What follows belongs to an exercise in optimizing a design on an open flow for small area and a short achievable clock period; a production flow would make more cautious choices. Where RTL was checked, it was by simulation tests only, not by an equivalence proof against the original. Power figures rest on the tool's default switching activity, not on a simulated workload.

Design mem_hier_top, start of the top module:
module mem_hier_top (
  input  logic        clock,
  input  logic        reset,
  input  logic        i_read,
  input  logic        i_write,
  input  logic [5:0]  i_addr,
  input  logic [15:0] i_wdata,
  output logic        o_valid,
  output logic [15:0] o_rdata,
  output logic        o_hit_l1,
  output logic        o_hit_l2
);
  logic        s1_valid;
  logic        s1_write;
  logic [5:0]  s1_addr;
  logic [15:0] s1_wdata;
  logic [7:0]  s1_hi_w;           
  logic [7:0]  s1_hi_r;           
  logic [7:0]  s1_lo;             
  logic        s1_hit_m;          
  logic        s1_hit_l;          
  logic [7:0]  s1_l2_hv;          
  logic [7:0]  nx_hit_m_v;        
  logic        nx_hit_m;
  logic        nx_hit_l;
  logic [7:0]  nx_l2_hv;
  always_ff @(posedge clock or posedge reset)
  begin
    if (reset)
    begin
      s1_valid <= 1'b0;
      s1_hi_w  <= '0;
    end
    else
    begin
      s1_valid <= i_read | i_write;
      for (int h = 0; h < 8; h++)
        s1_hi_w[h] <= i_write && (i_addr[5:3] == 3'(h));
    end
  end
  always_ff @(posedge clock)
  begin
    s1_write <= i_write;
    s1_addr  <= i_addr;
    s1_wdata <= i_wdata;
    for (int h = 0; h < 8; h++)
    begin
      s1_lo[h]   <= (i_addr[2:0] == 3'(h));
    end
    for (int h = 0; h < 8; h++)
      s1_hi_r[h] <= i_read && (i_addr[5:3] == 3'(h));
    s1_hit_m <= nx_hit_m;
    s1_hit_l <= nx_hit_l;
    s1_l2_hv <= nx_l2_hv;
  end
  logic nx_same;                   
  assign nx_same = (i_addr == s1_addr);
  logic [4:0] l1_tag_m [0:1];    
  logic [4:0] l1_tag_l [0:1];    
  logic [1:0] l1_v_m;
  logic [1:0] l1_v_l;
  logic [1:0] l1_push;
  logic       l1_hit;
  assign l1_hit = s1_hit_m | s1_hit_l;
  genvar s;
  generate
    for (s = 0; s < 2; s++) begin : g_l1
      assign l1_push[s] = s1_valid && (s1_addr[0] == s) && !s1_hit_m;
      always_ff @(posedge clock or posedge reset)
      begin
        if (reset)
        begin
          l1_v_m[s] <= 1'b0;
          l1_v_l[s] <= 1'b0;
        end
        else if (l1_push[s])
  ...
For scale: ~2,500 cells after synthesis, roughly 1,200 flip-flops, about 46,000 sq um of cells after synthesis.
export LEC_CHECK = 0
export CAP_MARGIN = 20
export CORE_MARGIN = 2
export CORE_UTILIZATION = 70
export CTS_CLUSTER_DIAMETER = 80
export CTS_CLUSTER_SIZE = 30
export SETUP_SLACK_MARGIN = 3.3
export SLEW_MARGIN = 20
export SYNTH_HIERARCHICAL = 1
export SYNTH_MINIMUM_KEEP_SIZE = 0
create_clock -name core_clock -period 5.5 [get_ports {clock}]
run.sh (not shown) runs the stock make flow with config.mk's settings and CLKGATE_MAP_FILE= SYNTH_SCRIPT=/design/flow/synth_recipe.tcl, a recipe that flattens the netlist after the stock synthesis.
Next try:
Settings changed: CORE_UTILIZATION 70 to 60, CTS_CLUSTER_SIZE 30 to 24.
=> Via count decreases by 0.54%; global-route usage decreases by 2.7 points; synthesized cell count stays the same; sequential power is about the same.
Next try:
Settings changed: SETUP_SLACK_MARGIN 3.3 to 3.1.
Clock power is about the same.
Non-clock buffer count shrinks by 1.
Final area shrinks slightly.
Flip-flop and latch count is unchanged.
Die area is unchanged.
Wire length shrinks slightly.
Core utilization shrinks by 0.40 points.
Critical path depth grows by 4.
Synthesized area does not change.
Via count shrinks slightly.
Clock skew is about the same.

========
The RTL this note starts from:
==> flow/design.v <==
`timescale 1ns/100ps
`default_nettype none
package mem_hier_pkg;
  typedef logic [6-1:0] addr_t;   
  typedef logic [16-1:0] word_t;   
  typedef logic [6-$clog2(2)-1:0] l1_tag_t;
  typedef logic [$clog2(2)-1:0]         l1_way_t;   
  typedef logic [$clog2(8)-1:0] l2_slot_t;   
  typedef logic [$clog2(8)-1:0] l2_age_t;    
endpackage
`default_nettype wire
`default_nettype none
`timescale 1ns/100ps
module mem_hier_top (
  input  logic        clock,
  input  logic        reset,
  input  logic        i_read,
  input  logic        i_write,
  input  logic [5:0]  i_addr,
  input  logic [15:0] i_wdata,
  output logic        o_valid,
  output logic [15:0] o_rdata,
  output logic        o_hit_l1,
  output logic        o_hit_l2
);
  logic        s1_valid;
  logic        s1_write;
  logic [5:0]  s1_addr;
  logic [15:0] s1_wdata;
  always_ff @(posedge clock or posedge reset)
  begin
    if (reset)
      s1_valid <= 1'b0;
    else
      s1_valid <= i_read | i_write;
  end
  always_ff @(posedge clock)
  begin
    s1_write <= i_write;
    s1_addr  <= i_addr;
    s1_wdata <= i_wdata;
  end
  logic [4:0] l1_tag_m [0:1];    
  logic [4:0] l1_tag_l [0:1];    
  logic [1:0] l1_v_m;
  logic [1:0] l1_v_l;
  logic       set_sel;
  logic [4:0] tag_in;
  logic       l1_hit_m;
  logic       l1_hit_l;
  logic       l1_hit;
  assign set_sel  = s1_addr[0];
  assign tag_in   = s1_addr[5:1];
  assign l1_hit_m = l1_v_m[set_sel] && (l1_tag_m[set_sel] == tag_in);
  assign l1_hit_l = l1_v_l[set_sel] && (l1_tag_l[set_sel] == tag_in);
  assign l1_hit   = l1_hit_m | l1_hit_l;
  genvar s;
  generate
    for (s = 0; s < 2; s++) begin : g_l1
      logic push;
      assign push = s1_valid && (set_sel == s) && !l1_hit_m;
      always_ff @(posedge clock or posedge reset)
      begin
        if (reset)
        begin
          l1_v_m[s] <= 1'b0;
          l1_v_l[s] <= 1'b0;
        end
        else if (push)
        begin
          l1_v_m[s] <= 1'b1;
          l1_v_l[s] <= l1_v_m[s];
        end
      end
      always_ff @(posedge clock)
      begin
        if (push)
        begin
          l1_tag_m[s] <= tag_in;
          l1_tag_l[s] <= l1_tag_m[s];
        end
      end
    end
  endgenerate
  logic [5:0] l2_tag [0:7];
  logic [7:0] l2_v;
  logic [7:0] l2_hit_v;
  logic [7:0] l2_shift;
  logic       l2_hit;
  logic       l2_act;
  assign l2_act = s1_valid && (s1_write || !l1_hit);
  always_comb
  begin
    for (int i = 0; i < 8; i++)
      l2_hit_v[i] = l2_v[i] && (l2_tag[i] == s1_addr);
  end
  assign l2_hit = |l2_hit_v;
  always_comb
  begin
    l2_shift[0] = l2_act;
    for (int i = 1; i < 8; i++)
      l2_shift[i] = l2_shift[i-1] && !l2_hit_v[i-1];
  end
  always_ff @(posedge clock or posedge reset)
  begin
    if (reset)
      l2_v <= '0;
    else
    begin
      if (l2_shift[0])
        l2_v[0] <= 1'b1;
      for (int i = 1; i < 8; i++)
        if (l2_shift[i])
          l2_v[i] <= l2_v[i-1];
    end
  end
  always_ff @(posedge clock)
  begin
    if (l2_shift[0])
      l2_tag[0] <= s1_addr;
    for (int i = 1; i < 8; i++)
      if (l2_shift[i])
        l2_tag[i] <= l2_tag[i-1];
  end
  logic [15:0] mem_q [0:63];
  logic [63:0] written_q;         
  logic [63:0] sel;               
  logic        wr_en;
  logic [15:0] rd_word;
  assign wr_en = s1_valid && s1_write;
  always_comb
  begin
    for (int j = 0; j < 64; j++)
      sel[j] = (s1_addr == 6'(j));
  end
  genvar j;
  generate
    for (j = 0; j < 64; j++) begin : g_word
      always_ff @(posedge clock)
      begin
        if (wr_en && sel[j])
          mem_q[j] <= s1_wdata;
      end
      always_ff @(posedge clock or posedge reset)
      begin
        if (reset)
          written_q[j] <= 1'b0;
        else if (wr_en && sel[j])
          written_q[j] <= 1'b1;
      end
    end
  endgenerate
  always_comb
  begin
    rd_word = '0;
    for (int k = 0; k < 64; k++)
      rd_word = rd_word | ({16{sel[k] & written_q[k]}} & mem_q[k]);
  end
  always_ff @(posedge clock or posedge reset)
  begin
    if (reset)
    begin
      o_valid  <= 1'b0;
      o_hit_l1 <= 1'b0;
      o_hit_l2 <= 1'b0;
    end
    else
    begin
      o_valid  <= s1_valid;
      o_hit_l1 <= s1_valid && l1_hit;
      o_hit_l2 <= s1_valid && !l1_hit && l2_hit;
    end
  end
  always_ff @(posedge clock)
  begin
    o_rdata <= s1_write ? s1_wdata : rd_word;
  end
endmodule
`default_nettype wire
clock: 5.5 ns
lec_check: 0
cap_margin: 20
core_margin: 2
core_utilization: 40
setup_slack_margin: 2.5
slew_margin: 20
Edit:
Settings changed: SETUP_SLACK_MARGIN 2.5 to not set.
Core utilization decreases by 0.78 points.
Global-route usage stays flat.
Non-clock buffer count decreases by 16.
Hold slack improved by 0.0095 ns.
Total power decreases slightly.
Edit:
Settings changed: SETUP_SLACK_MARGIN set to 3.2.
Worst hold slack degrades by 0.0038 ns.
Global-route usage rises by 1.4 points.
Routed wire length rose by 6.1%.
Via count climbs by 7.2%.
Non-clock buffer count climbs by 227.
First-iteration DRC count grows by 8.0%.
Cell count rises by 5.2%.

========
Setup of job 9104:
Another version of the RTL of mem_hier_top (not shown whole).
Size in the first run: ~2600 cells after synthesis, roughly 45 I/O pins, about 45000 sq um of cells after synthesis.
clock: 5.5 ns
lec_check: 0
cap_margin: 20
core_margin: 2
core_utilization: 60
cts_cluster_diameter: 80
cts_cluster_size: 24
setup_slack_margin: 3.3
slew_margin: 20
[inputs] job 8805 vs job 9104
- SETUP_SLACK_MARGIN: 3.3 -> 3.1
==> comparison <==
The final layouts of job 8805 and job 9104 pass the timing, DRC and antenna checks.
Number of detailed-route iterations in the first pass (higher): job 9104
Between job 8805 and job 9104, the difference in share of power burned in registers is negligible.
Job 8805 ended up with a higher setup slack of the critical path after layout than job 9104 did.
Job 8805 vs job 9104 — arrival time of data at the critical path endpoint dropped 0.11 ns.
Job 9104 reports its cell at the slowest stage of the critical path as or4_4 while job 8805 reports or4_1.
Maximum frequency was higher in job 8805 than in job 9104.
Delta (job 8805 minus job 9104): met2 wire length went down by 1000 um, met2 track demand over resource in global routing went down by 1.3 points.
Job 8805 -> job 9104: total power flat
Job 8805 improves on job 9104 in final hold slack.

========
== juniper ==
Another version of the RTL of mem_hier_top (not shown whole).
Size: about 45 I/O pins, ~47000 µm² of cells after synthesis.
clock: 5.5 ns
lec_check: 0
cap_margin: 20
core_margin: 2
core_utilization: 60
cts_cluster_diameter: 80
cts_cluster_size: 24
setup_slack_margin: 3.1
slew_margin: 20
synth_hierarchical: 1
synth_minimum_keep_size: 0
### juniper -> maple
-- flow/config.mk --
<<< juniper, line 11
export CTS_CLUSTER_DIAMETER = 80
export CTS_CLUSTER_SIZE = 24
export SETUP_SLACK_MARGIN = 3.1
export SLEW_MARGIN = 20
export SYNTH_HIERARCHICAL = 1
>>> maple, line 11
export CTS_CLUSTER_DIAMETER = 80
export CTS_CLUSTER_SIZE = 24
export SETUP_SLACK_MARGIN = 3.3
export SLEW_MARGIN = 20
export SYNTH_HIERARCHICAL = 1
--- outcome ---
- Compared with juniper, in maple total power held; average vias per placed instance was more or less identical; number of DRC markers after the initial detailed-route iteration has remained practically unchanged; fraction of area in registers shrank by 0.16 points.
No run of this note included a check of the RTL's function; only the layout flow was run.

-- separate check: timing with driven ports --
The flow's constraints put no driver on any port. The routed layouts listed below were extracted and timed again, unchanged, in two steps. Step 1 (the two cells are an assumption about what drives the block):
set clk [get_ports {clock}]
set_driving_cell -lib_cell sky130_fd_sc_hd__clkbuf_16 $clk
set_driving_cell -lib_cell sky130_fd_sc_hd__buf_2 [delete_from_list [all_inputs] $clk]
Step 2 also shifts input and output timing later by t, the mid clock arrival at the registers, as if the neighbouring blocks saw the same clock. a / b / c = ideal ports / drivers / drivers and shift; a / b = the first two.
run | shift t [ns] | setup WS [ns] | clock arrival spread, ns | worst data-port slew with drivers (ns)
the first run of note 1 | 0.685 | 3.262 / 3.196 / 2.908 | 0.039 / 0.039 | 0.06
the second run of note 1 | 0.717 | 3.252 / 3.183 / 2.791 | 0.026 / 0.026 | 0.07
the third run of note 1 | 0.714 | 3.077 / 3.070 / 2.568 | 0.030 / 0.031 | 0.04
the first run of note 2 | 0.795 | 2.331 / 2.331 / 2.331 | 0.045 / 0.045 | 0.04
the second run of note 2 | 0.798 | 0.650 / 0.650 / 0.650 | 0.039 / 0.039 | 0.04
the third run of note 2 | 0.810 | 2.481 / 2.481 / 2.481 | 0.043 / 0.044 | 0.05
job 9104 | 0.740 | 2.878 / 2.878 / 2.777 | 0.028 / 0.028 | 0.05
job 8805 | 0.760 | 2.998 / 2.998 / 2.547 | 0.060 / 0.059 | 0.04
juniper | 0.728 | 3.144 / 3.076 / 2.581 | 0.023 / 0.023 | 0.04
maple | 0.730 | 3.220 / 3.152 / 2.687 | 0.021 / 0.021 | 0.04
After both steps setup and hold are still met in every run listed. The setup slack of juniper, which loses most, moves by -0.068 ns with the drivers and by -0.563 ns with both steps.
